This is an optimization exercise on Yosys and OpenROAD, whose aim is small area, not a production implementation. Where RTL was checked, it was by simulation tests only, not by an equivalence proof against the original. Power is estimated from default activity; no workload was simulated.

==> onyx <==
==> flow/design.v <==
`timescale 1ns/1ps
module rv_core #(
  parameter logic [31:0] reset_pc = '0
) (
  input  logic        clk,
  input  logic        rst,
  input  logic        halt,
  output logic        mem_req,
  output logic [31:0] mem_addr,
  output logic        mem_we,
  output logic [31:0] mem_wdata,
  input  logic        mem_ack,
  input  logic [31:0] mem_rdata
);
  localparam logic [6:0] OP_LOAD   = 7'b0000011;
  localparam logic [6:0] OP_ALUI   = 7'b0010011;
  localparam logic [6:0] OP_AUIPC  = 7'b0010111;
  localparam logic [6:0] OP_STORE  = 7'b0100011;
  localparam logic [6:0] OP_ALU    = 7'b0110011;
  localparam logic [6:0] OP_LUI    = 7'b0110111;
  localparam logic [6:0] OP_BRANCH = 7'b1100011;
  localparam logic [6:0] OP_JALR   = 7'b1100111;
  localparam logic [6:0] OP_JAL    = 7'b1101111;
  localparam logic [3:0] S_CLR   = 4'd0;    
  localparam logic [3:0] S_FETCH = 4'd1;
  localparam logic [3:0] S_DEC   = 4'd2;
  localparam logic [3:0] S_MEMR  = 4'd3;
  localparam logic [3:0] S_MEMW  = 4'd4;
  localparam logic [3:0] S_PSH   = 4'd5;    
  localparam logic [3:0] S_PC    = 4'd6;    
  localparam logic [3:0] S_PCJ   = 4'd7;    
  localparam logic [3:0] S_R1    = 4'd8;    
  localparam logic [3:0] S_R2    = 4'd9;    
  localparam logic [3:0] S_R2S   = 4'd10;   
  localparam logic [3:0] S_WR    = 4'd11;   
  localparam logic [3:0] S_WRL   = 4'd12;   
  logic [4:0]  t;
  logic        hb;
  logic [3:0]  state;
  logic        w;        
  logic [31:0] pc;
  logic [31:0] p;
  logic [31:0] q;
  logic [4:0]  ri;       
  logic        c;        
  logic        eqf;      
  logic        tk;       
  logic [6:0] opc;
  logic [2:0] f3;
  logic is_alu, is_alui, is_load, is_store, is_br, is_jal, is_jalr, is_lui, is_auipc;
  assign opc      = q[6:0];
  assign f3       = q[14:12];
  assign is_alu   = opc == OP_ALU;
  assign is_alui  = opc == OP_ALUI;
  assign is_load  = opc == OP_LOAD;
  assign is_store = opc == OP_STORE;
  assign is_br    = opc == OP_BRANCH;
  assign is_jal   = opc == OP_JAL;
  assign is_jalr  = opc == OP_JALR;
  assign is_lui   = opc == OP_LUI;
  assign is_auipc = opc == OP_AUIPC;
  logic is_shift, is_slt, is_sub, is_sll;
  assign is_shift = f3[1:0] == 2'b01;
  assign is_sll   = f3 == 3'b001;
  assign is_slt   = f3[2:1] == 2'b01;
  assign is_sub   = is_alu && f3 == 3'd0 && q[31:25] == 7'b0100000;
  logic [31:0] imm;
  always_comb begin
    if (is_store)                 imm = {{20{q[31]}}, q[31:25], q[11:7]};
    else if (is_br)               imm = {{20{q[31]}}, q[7], q[30:25], q[11:8], 1'b0};
    else if (is_jal)              imm = {{12{q[31]}}, q[19:12], q[20], q[30:21], 1'b0};
    else if (is_lui || is_auipc)  imm = {q[31:12], 12'b0};
    else                          imm = {{20{q[31]}}, q[31:20]};
  end
  logic st_clr, st_fetch, st_dec, st_memr, st_memw, st_psh, st_pc, st_pcj;
  logic st_r1, st_r2, st_r2s, st_wr, st_wrl;
  assign st_clr   = state == S_CLR;
  assign st_fetch = state == S_FETCH;
  assign st_dec   = state == S_DEC;
  assign st_memr  = state == S_MEMR;
  assign st_memw  = state == S_MEMW;
  assign st_psh   = state == S_PSH;
  assign st_pc    = state == S_PC;
  assign st_pcj   = state == S_PCJ;
  assign st_r1    = state == S_R1;
  assign st_r2    = state == S_R2;
  assign st_r2s   = state == S_R2S;
  assign st_wr    = state == S_WR;
  assign st_wrl   = state == S_WRL;
  logic last, t0, run;
  assign last = t == 5'd31;
  assign t0   = t == 5'd0;
  assign run  = !w;
  logic t_lt_sh;
  assign t_lt_sh = t < q[24:20];
  logic        rv;        
  logic        rf_we;
  logic        clr;
  logic        r;         
  logic        d_rf;
  logic [15:0] lp_out;
  assign d_rf = r & !clr;
  logic [31:0] x16;
  always_ff @(posedge clk) begin
    x16 <= {(clr || (rf_we && ri == 5'd16)) ? d_rf : x16[0], x16[31:1]};
  end
  assign lp_out[0] = x16[0];
  for (genvar j = 1; j < 16; j++) begin : g_x
    logic [63:0] x;
    always_ff @(posedge clk) begin
      x <= {(clr || (rf_we && ri[3:0] == 4'(j) && ri[4] == hb)) ? d_rf : x[0], x[63:1]};
    end
    assign lp_out[j] = x[0];
  end
  assign rv = lp_out[ri[3:0]] & (ri != 5'd0);
  logic alu_any, wr_sll0, wr_slt;
  assign alu_any = is_alu || is_alui;
  assign wr_sll0 = is_sll && t_lt_sh;     
  assign wr_slt  = alu_any && is_slt;
  logic x_rv, x_p, x_pc, x_q, x_fill, x_tk;
  logic y_rv, y_imm, y_4, y_rpc;
  assign x_rv   = st_r1 || st_r2s;
  assign x_p    = (st_r2 && !(is_alu && is_shift)) || st_pcj ||
                  (st_wr && alu_any && !is_slt && !wr_sll0);
  assign x_pc   = st_pc || (st_wr && (is_auipc || is_jal || is_jalr));
  assign x_q    = st_wrl;
  assign x_fill = st_psh;
  assign x_tk   = st_wr && wr_slt;
  assign y_rv   = st_r2;
  assign y_imm  = (st_r1 && ((is_alui && !is_shift) || is_load || is_store || is_jalr)) ||
                  (st_wr && (is_lui || is_auipc)) || (st_pc && tk);
  assign y_4    = (st_wr && (is_jal || is_jalr)) || (st_pc && !tk);
  assign y_rpc  = st_clr;
  logic f3op, sub, uns, clr0;
  assign f3op = (st_r1 && is_alui) || (st_r2 && is_alu);
  assign sub  = (st_r1 && is_alui && is_slt) || (st_r2 && (is_br || is_slt || is_sub));
  assign uns  = is_br ? f3[1] : f3[0];
  assign clr0 = (st_r1 && is_jalr) || (st_pc && tk);
  logic xb, yb, yb2, cin, cout, s, eqn, lt;
  assign xb = (x_rv & rv) | (x_p & p[0]) | (x_pc & pc[0]) | (x_q & q[0]) |
              (x_fill & p[31] & q[30]) | (x_tk & tk & t0);
  assign yb = (y_rv & rv) | (y_imm & imm[t]) | (y_4 & (t == 5'd2)) | (y_rpc & reset_pc[t]);
  assign yb2  = yb ^ sub;
  assign cin  = t0 ? sub : c;
  assign s    = xb ^ yb2 ^ cin;
  assign cout = (xb & yb2) | (xb & cin) | (yb2 & cin);
  assign eqn  = (t0 | eqf) & !(xb ^ yb);
  assign lt   = uns ? !cout : ((xb ^ yb) ? xb : s);
  always_comb begin
    if (!f3op) r = s & !(clr0 & t0);
    else begin
      case (f3)
        3'd4: r = xb ^ yb;
        3'd6: r = xb | yb;
        3'd7: r = xb & yb;
        default: r = s;
      endcase
    end
  end
  logic xfer;
  assign xfer = mem_req && mem_ack;
  logic [3:0] ns;
  logic       nw;
  always_comb begin
    ns = state;
    nw = w;
    if (run) begin
      case (state)
        S_CLR:   if (last && hb) ns = S_FETCH;
        S_FETCH: if (xfer) ns = S_DEC;
        S_DEC: begin
          nw = 1'b1;
          if (is_alu || is_alui || is_br || is_load || is_store || is_jalr) ns = S_R1;
          else if (is_jal || is_lui || is_auipc) ns = S_WR;
          else ns = S_PC;
        end
        S_R1: if (last) begin
          if (is_alu || is_br) ns = S_R2;
          else if (is_store) ns = S_R2S;
          else if (is_load) ns = S_MEMR;
          else if (is_alui && is_shift && f3[2]) ns = S_PSH;
          else ns = S_WR;
        end
        S_R2: if (last) begin
          if (is_br) ns = S_PC;
          else if (is_shift && f3[2]) ns = S_PSH;
          else ns = S_WR;
        end
        S_R2S:   if (last) ns = S_MEMW;
        S_PSH:   if (last) ns = S_WR;
        S_WR:    if (last) ns = is_jalr ? S_PCJ : S_PC;
        S_WRL:   if (last) ns = S_PC;
        S_MEMR:  if (xfer) begin ns = S_WRL; nw = 1'b1; end
        S_MEMW:  if (xfer) begin ns = S_PC; nw = 1'b1; end
        default: if (last) ns = S_FETCH;    
      endcase
    end
  end
  logic       ri_ld;
  logic [4:0] ri_n;
  assign ri_ld = run && (st_dec || (last && (st_r1 || st_r2)));
  assign ri_n  = !ri_ld ? ri :
                 (st_dec && ns == S_R1) ? q[19:15] :
                 (st_r1 && (is_alu || is_br || is_store)) ? q[24:20] : q[11:7];
  logic go, hold;
  assign go   = w && last && (!state[3] || hb != ri[4]);
  assign hold = run && last && ns[3] && ns != state && hb == ri_n[4];
  logic p_sh, q_sh, q_ld, pc_we, sh_in, req_set;
  assign clr     = st_clr;
  assign rf_we   = run && (st_wr || st_wrl);
  assign pc_we   = run && (st_clr || st_pc || st_pcj);
  assign p_sh    = run && (st_clr || st_r1 || st_pc || st_pcj ||
                           (st_r2 && !(is_alu && is_shift)) || (st_psh && t_lt_sh) ||
                           (st_wr && !is_jalr && !wr_sll0));
  assign q_sh    = run && (st_r2s || st_wrl);
  assign q_ld    = (st_fetch || st_memr) && xfer;
  assign sh_in   = run && st_r2 && is_alu && is_shift && t < 5'd5;
  assign req_set = ((st_fetch && !halt) || st_memr || st_memw) && !mem_req && !mem_ack;
  logic taken;
  assign taken = (f3[2] ? lt : eqn) ^ f3[0];
  always_ff @(posedge clk) begin
    c   <= cout;
    eqf <= eqn;
    pc  <= {pc_we ? r : pc[0], pc[31:1]};
    if (p_sh) p <= {r, p[31:1]};
    if (q_ld) q <= mem_rdata;
    else if (q_sh) q <= {r, q[31:1]};
    else if (sh_in) q[24:20] <= {rv, q[24:21]};
    ri <= ri_n;
    if (run && st_dec) tk <= 1'b0;
    else if (run && last && ((st_r1 && is_alui) || st_r2)) tk <= (st_r2 && is_br) ? taken : lt;
    else if (run && last && st_wr) tk <= is_jal;
  end
  always_ff @(posedge clk or negedge rst) begin
    if (!rst) begin
      t       <= 5'd0;
      hb      <= 1'b0;
      state   <= S_CLR;
      w       <= 1'b0;
      mem_req <= 1'b0;
    end else begin
      {hb, t} <= {hb, t} + 6'd1;
      state   <= ns;
      w       <= go ? 1'b0 : (nw || hold);
      mem_req <= mem_req ? !mem_ack : req_set;
    end
  end
  assign mem_addr  = p;
  assign mem_we    = st_memw;
  assign mem_wdata = q;
endmodule
==> flow/flow/run.sh <==
#!/bin/bash
# standard layout with a leaner clock tree and minimum-size port buffers
export CTS_ARGS="-sink_clustering_enable -repair_clock_nets -dont_use_dummy_load -buf_list {sky130_fd_sc_hd__clkbuf_8} -sink_clustering_size 21 -sink_clustering_max_diameter 60"
export BUFFER_PORTS_ARGS="-buffer_cell sky130_fd_sc_hd__buf_1"
bash standard.sh > standard.log 2>&1
==> flow/standard.sh <==
#!/bin/bash
# synth_recipe.tcl (not shown) runs the flow's synth.tcl, then flattens the netlist and writes it again
# the make line also repeats each setting of config.mk as NAME=value (left out here)
make -C /OpenROAD-flow-scripts/flow DESIGN_CONFIG=/design/flow/config.mk WORK_HOME=/design/flow/orfs CLKGATE_MAP_FILE= SYNTH_SCRIPT=/design/flow/synth_recipe.tcl "${@:-finish}"
==> flow/config.mk <==
export PLATFORM = sky130hd
export DESIGN_NAME = rv_core
export DESIGN_NICKNAME = rv_core
export VERILOG_FILES = /design/flow/design.v
export SDC_FILE = /design/flow/constraint.sdc
export NUM_CORES = 8
export LEC_CHECK = 0
export ABC_AREA = 1
export CAP_MARGIN = 20
export CORE_MARGIN = 2
export CORE_UTILIZATION = 40
export SLEW_MARGIN = 20
==> flow/constraint.sdc <==
create_clock -name core_clock -period 10.0 [get_ports {clk}]
set_input_delay 2.0000 -clock core_clock [delete_from_list [all_inputs] [get_ports {clk}]]
set_output_delay 2.0000 -clock core_clock [all_outputs]
set_load 0.01 [all_outputs]
==> inputs of sierra, as changes to onyx <==
--- a/flow/design.v
+++ b/flow/design.v
@@ -34,6 +34,8 @@
   localparam logic [3:0] S_R2S   = 4'd10;   
   localparam logic [3:0] S_WR    = 4'd11;   
   localparam logic [3:0] S_WRL   = 4'd12;   
+  localparam logic [3:0] S_WRU   = 4'd13;   
+  localparam logic [3:0] S_PCJL  = 4'd14;   
   logic [4:0]  t;
   logic        hb;
   logic [3:0]  state;
@@ -45,6 +47,7 @@
   logic        c;        
   logic        eqf;      
   logic        tk;       
+  logic        sgn;      
   logic [6:0] opc;
   logic [2:0] f3;
   logic is_alu, is_alui, is_load, is_store, is_br, is_jal, is_jalr, is_lui, is_auipc;
@@ -65,15 +68,9 @@
   assign is_slt   = f3[2:1] == 2'b01;
   assign is_sub   = is_alu && f3 == 3'd0 && q[31:25] == 7'b0100000;
   logic [31:0] imm;
-  always_comb begin
-    if (is_store)                 imm = {{20{q[31]}}, q[31:25], q[11:7]};
-    else if (is_br)               imm = {{20{q[31]}}, q[7], q[30:25], q[11:8], 1'b0};
-    else if (is_jal)              imm = {{12{q[31]}}, q[19:12], q[20], q[30:21], 1'b0};
-    else if (is_lui || is_auipc)  imm = {q[31:12], 12'b0};
-    else                          imm = {{20{q[31]}}, q[31:20]};
-  end
+  assign imm = is_store ? {{20{q[31]}}, q[31:25], q[11:7]} : {{20{q[31]}}, q[31:20]};
   logic st_clr, st_fetch, st_dec, st_memr, st_memw, st_psh, st_pc, st_pcj;
-  logic st_r1, st_r2, st_r2s, st_wr, st_wrl;
+  logic st_r1, st_r2, st_r2s, st_wr, st_wrl, st_wru, st_pcjl;
   assign st_clr   = state == S_CLR;
   assign st_fetch = state == S_FETCH;
   assign st_dec   = state == S_DEC;
@@ -87,6 +84,8 @@
   assign st_r2s   = state == S_R2S;
   assign st_wr    = state == S_WR;
   assign st_wrl   = state == S_WRL;
+  assign st_wru   = state == S_WRU;
+  assign st_pcjl  = state == S_PCJL;
   logic last, t0, run;
   assign last = t == 5'd31;
   assign t0   = t == 5'd0;
@@ -122,24 +121,29 @@
   assign x_rv   = st_r1 || st_r2s;
   assign x_p    = (st_r2 && !(is_alu && is_shift)) || st_pcj ||
                   (st_wr && alu_any && !is_slt && !wr_sll0);
-  assign x_pc   = st_pc || (st_wr && (is_auipc || is_jal || is_jalr));
+  assign x_pc   = st_pc || st_pcjl || (st_wr && (is_jal || is_jalr)) || (st_wru && tk);
   assign x_q    = st_wrl;
   assign x_fill = st_psh;
   assign x_tk   = st_wr && wr_slt;
   assign y_rv   = st_r2;
-  assign y_imm  = (st_r1 && ((is_alui && !is_shift) || is_load || is_store || is_jalr)) ||
-                  (st_wr && (is_lui || is_auipc)) || (st_pc && tk);
+  assign y_imm  = st_r1 && ((is_alui && !is_shift) || is_load || is_store || is_jalr);
   assign y_4    = (st_wr && (is_jal || is_jalr)) || (st_pc && !tk);
   assign y_rpc  = st_clr;
   logic f3op, sub, uns, clr0;
   assign f3op = (st_r1 && is_alui) || (st_r2 && is_alu);
   assign sub  = (st_r1 && is_alui && is_slt) || (st_r2 && (is_br || is_slt || is_sub));
   assign uns  = is_br ? f3[1] : f3[0];
-  assign clr0 = (st_r1 && is_jalr) || (st_pc && tk);
+  assign clr0 = (st_r1 && is_jalr) || (st_pc && tk) || st_pcjl;
   logic xb, yb, yb2, cin, cout, s, eqn, lt;
   assign xb = (x_rv & rv) | (x_p & p[0]) | (x_pc & pc[0]) | (x_q & q[0]) |
               (x_fill & p[31] & q[30]) | (x_tk & tk & t0);
-  assign yb = (y_rv & rv) | (y_imm & imm[t]) | (y_4 & (t == 5'd2)) | (y_rpc & reset_pc[t]);
+  logic t_ge12, imm_u, imm_b, imm_j;
+  assign t_ge12 = t[4] | (t[3] & t[2]);
+  assign imm_u = t_ge12 & q[0];
+  assign imm_b = t_ge12 ? sgn : (t == 5'd11) ? q[28] : (t > 5'd4) ? q[20] : !t0 & q[7];
+  assign imm_j = t_ge12 ? ((t[4] & (t[3] | t[2])) ? sgn : q[0]) : (t == 5'd11) ? q[9] : !t0 & q[20];
+  assign yb = (y_rv & rv) | (y_imm & imm[t]) | (y_4 & (t == 5'd2)) | (y_rpc & reset_pc[t]) |
+              (st_wru & imm_u) | (st_pc & tk & imm_b) | (st_pcjl & imm_j);
   assign yb2  = yb ^ sub;
   assign cin  = t0 ? sub : c;
   assign s    = xb ^ yb2 ^ cin;
@@ -171,7 +175,8 @@
         S_DEC: begin
           nw = 1'b1;
           if (is_alu || is_alui || is_br || is_load || is_store || is_jalr) ns = S_R1;
-          else if (is_jal || is_lui || is_auipc) ns = S_WR;
+          else if (is_jal) ns = S_WR;
+          else if (is_lui || is_auipc) ns = S_WRU;
           else ns = S_PC;
         end
         S_R1: if (last) begin
@@ -188,7 +193,8 @@
         end
         S_R2S:   if (last) ns = S_MEMW;
         S_PSH:   if (last) ns = S_WR;
-        S_WR:    if (last) ns = is_jalr ? S_PCJ : S_PC;
+        S_WR:    if (last) ns = is_jalr ? S_PCJ : is_jal ? S_PCJL : S_PC;
+        S_WRU:   if (last) ns = S_PC;
         S_WRL:   if (last) ns = S_PC;
         S_MEMR:  if (xfer) begin ns = S_WRL; nw = 1'b1; end
         S_MEMW:  if (xfer) begin ns = S_PC; nw = 1'b1; end
@@ -207,12 +213,12 @@
   assign hold = run && last && ns[3] && ns != state && hb == ri_n[4];
   logic p_sh, q_sh, q_ld, pc_we, sh_in, req_set;
   assign clr     = st_clr;
-  assign rf_we   = run && (st_wr || st_wrl);
-  assign pc_we   = run && (st_clr || st_pc || st_pcj);
-  assign p_sh    = run && (st_clr || st_r1 || st_pc || st_pcj ||
+  assign rf_we   = run && (st_wr || st_wrl || st_wru);
+  assign pc_we   = run && (st_clr || st_pc || st_pcj || st_pcjl);
+  assign p_sh    = run && (st_clr || st_r1 || st_pc || st_pcj || st_pcjl ||
                            (st_r2 && !(is_alu && is_shift)) || (st_psh && t_lt_sh) ||
                            (st_wr && !is_jalr && !wr_sll0));
-  assign q_sh    = run && (st_r2s || st_wrl);
+  assign q_sh    = run && (st_r2s || st_wrl || st_wru || st_pc || st_pcjl);
   assign q_ld    = (st_fetch || st_memr) && xfer;
   assign sh_in   = run && st_r2 && is_alu && is_shift && t < 5'd5;
   assign req_set = ((st_fetch && !halt) || st_memr || st_memw) && !mem_req && !mem_ack;
@@ -224,12 +230,13 @@
     pc  <= {pc_we ? r : pc[0], pc[31:1]};
     if (p_sh) p <= {r, p[31:1]};
     if (q_ld) q <= mem_rdata;
-    else if (q_sh) q <= {r, q[31:1]};
+    else if (q_sh) q <= {st_r2s ? r : q[0], q[31:1]};
     else if (sh_in) q[24:20] <= {rv, q[24:21]};
     ri <= ri_n;
-    if (run && st_dec) tk <= 1'b0;
+    if (run && st_dec) tk <= is_auipc;
     else if (run && last && ((st_r1 && is_alui) || st_r2)) tk <= (st_r2 && is_br) ? taken : lt;
-    else if (run && last && st_wr) tk <= is_jal;
+    else if (run && last && (st_wr || st_wru)) tk <= 1'b0;
+    if (t == 5'd11) sgn <= q[20];
   end
   always_ff @(posedge clk or negedge rst) begin
     if (!rst) begin
- PLACE_DENSITY: unset -> 0.8
==> results.yml <==
routing:
  dr_wl_met2_um: 16200
  wl_per_cell_um: 14.3
  vias: 11800
synth:
  avgSynthCellArea_um2: 14.8
final_layout:
  inverters: 110
  fin_nets: 1960
  multi_input_cells: 524
  final-clk-cell-share_pct: 3.20
  diodes: 2
  signal_buffers: 103
sta:
  worstMarginPinSlew_ns: 0.864
global_routing:
  antenna_found_initial: 4
  track_usage_pct: 11.9
pwr:
  power_frac_seq_pct: 71.5
  p_comb_uw: 7.20
outcome:
  status: "timing/DRC/antenna clean"
worst_setup_path:
  r2r-end: "g_x[3].x[63]"
min_path:
  whs_endpoint: "pc[14]"
cts:
  cts.sink_count: 1108
placed_design:
  dpl_worst_slack_ns: 5.65
[end of results for onyx]
==> results.yml <==
global_routing:
  track_usage_pct: 12.4
  antenna_found_initial: 3
routing:
  dr_wl_met2_um: 17400
  vias: 11600
  wl_per_cell_um: 15.2
sta:
  worstMarginPinSlew_ns: 0.924
min_path:
  whs_endpoint: "g_x[9].x[44]"
outcome:
  status: "timing/DRC/antenna clean"
final_layout:
  diodes: 4
  multi_input_cells: 480
  inverters: 112
  fin_nets: 1920
  final-clk-cell-share_pct: 3.21
pwr:
  p_comb_uw: 9.18
  power_frac_seq_pct: 71.4
  power_top_consumer: "sequential cells"
worst_setup_path:
  r2r-end: "g_x[9].x[63]"
placed_design:
  dpl_worst_slack_ns: 5.97
cts:
  cts.sink_count: 1109
[end of results for sierra]
For sierra, only the layout was checked, not whether the RTL still works.

==> what the ideal ports hide <==
The results above use ideal ports. As a check the final layouts listed here were re-extracted and re-timed, cells and wires unchanged.
Step 1: set_driving_cell puts a clkbuf_16 on clk and a buf_2 on each other input, an assumption about the parent block.
Step 2 moves the port delays by t, midway between the first and last clock arrival at a register: inputs arrive t later, outputs are due t later. That takes back most of the time a late clock gives input paths.
Three values: ideal, step 1, step 2; two values: the first two.
run	t (ns)	setup slack, ns	latest minus earliest clock arrival (ns)	slew at the worst register clock pin (ns)
onyx	0.664	5.619 / 5.619 / 5.619	0.104 / 0.103	0.12 / 0.12
sierra	0.675	5.996 / 5.974 / 5.996	0.093 / 0.093	0.12 / 0.12
After both steps setup and hold are still met in every run listed.
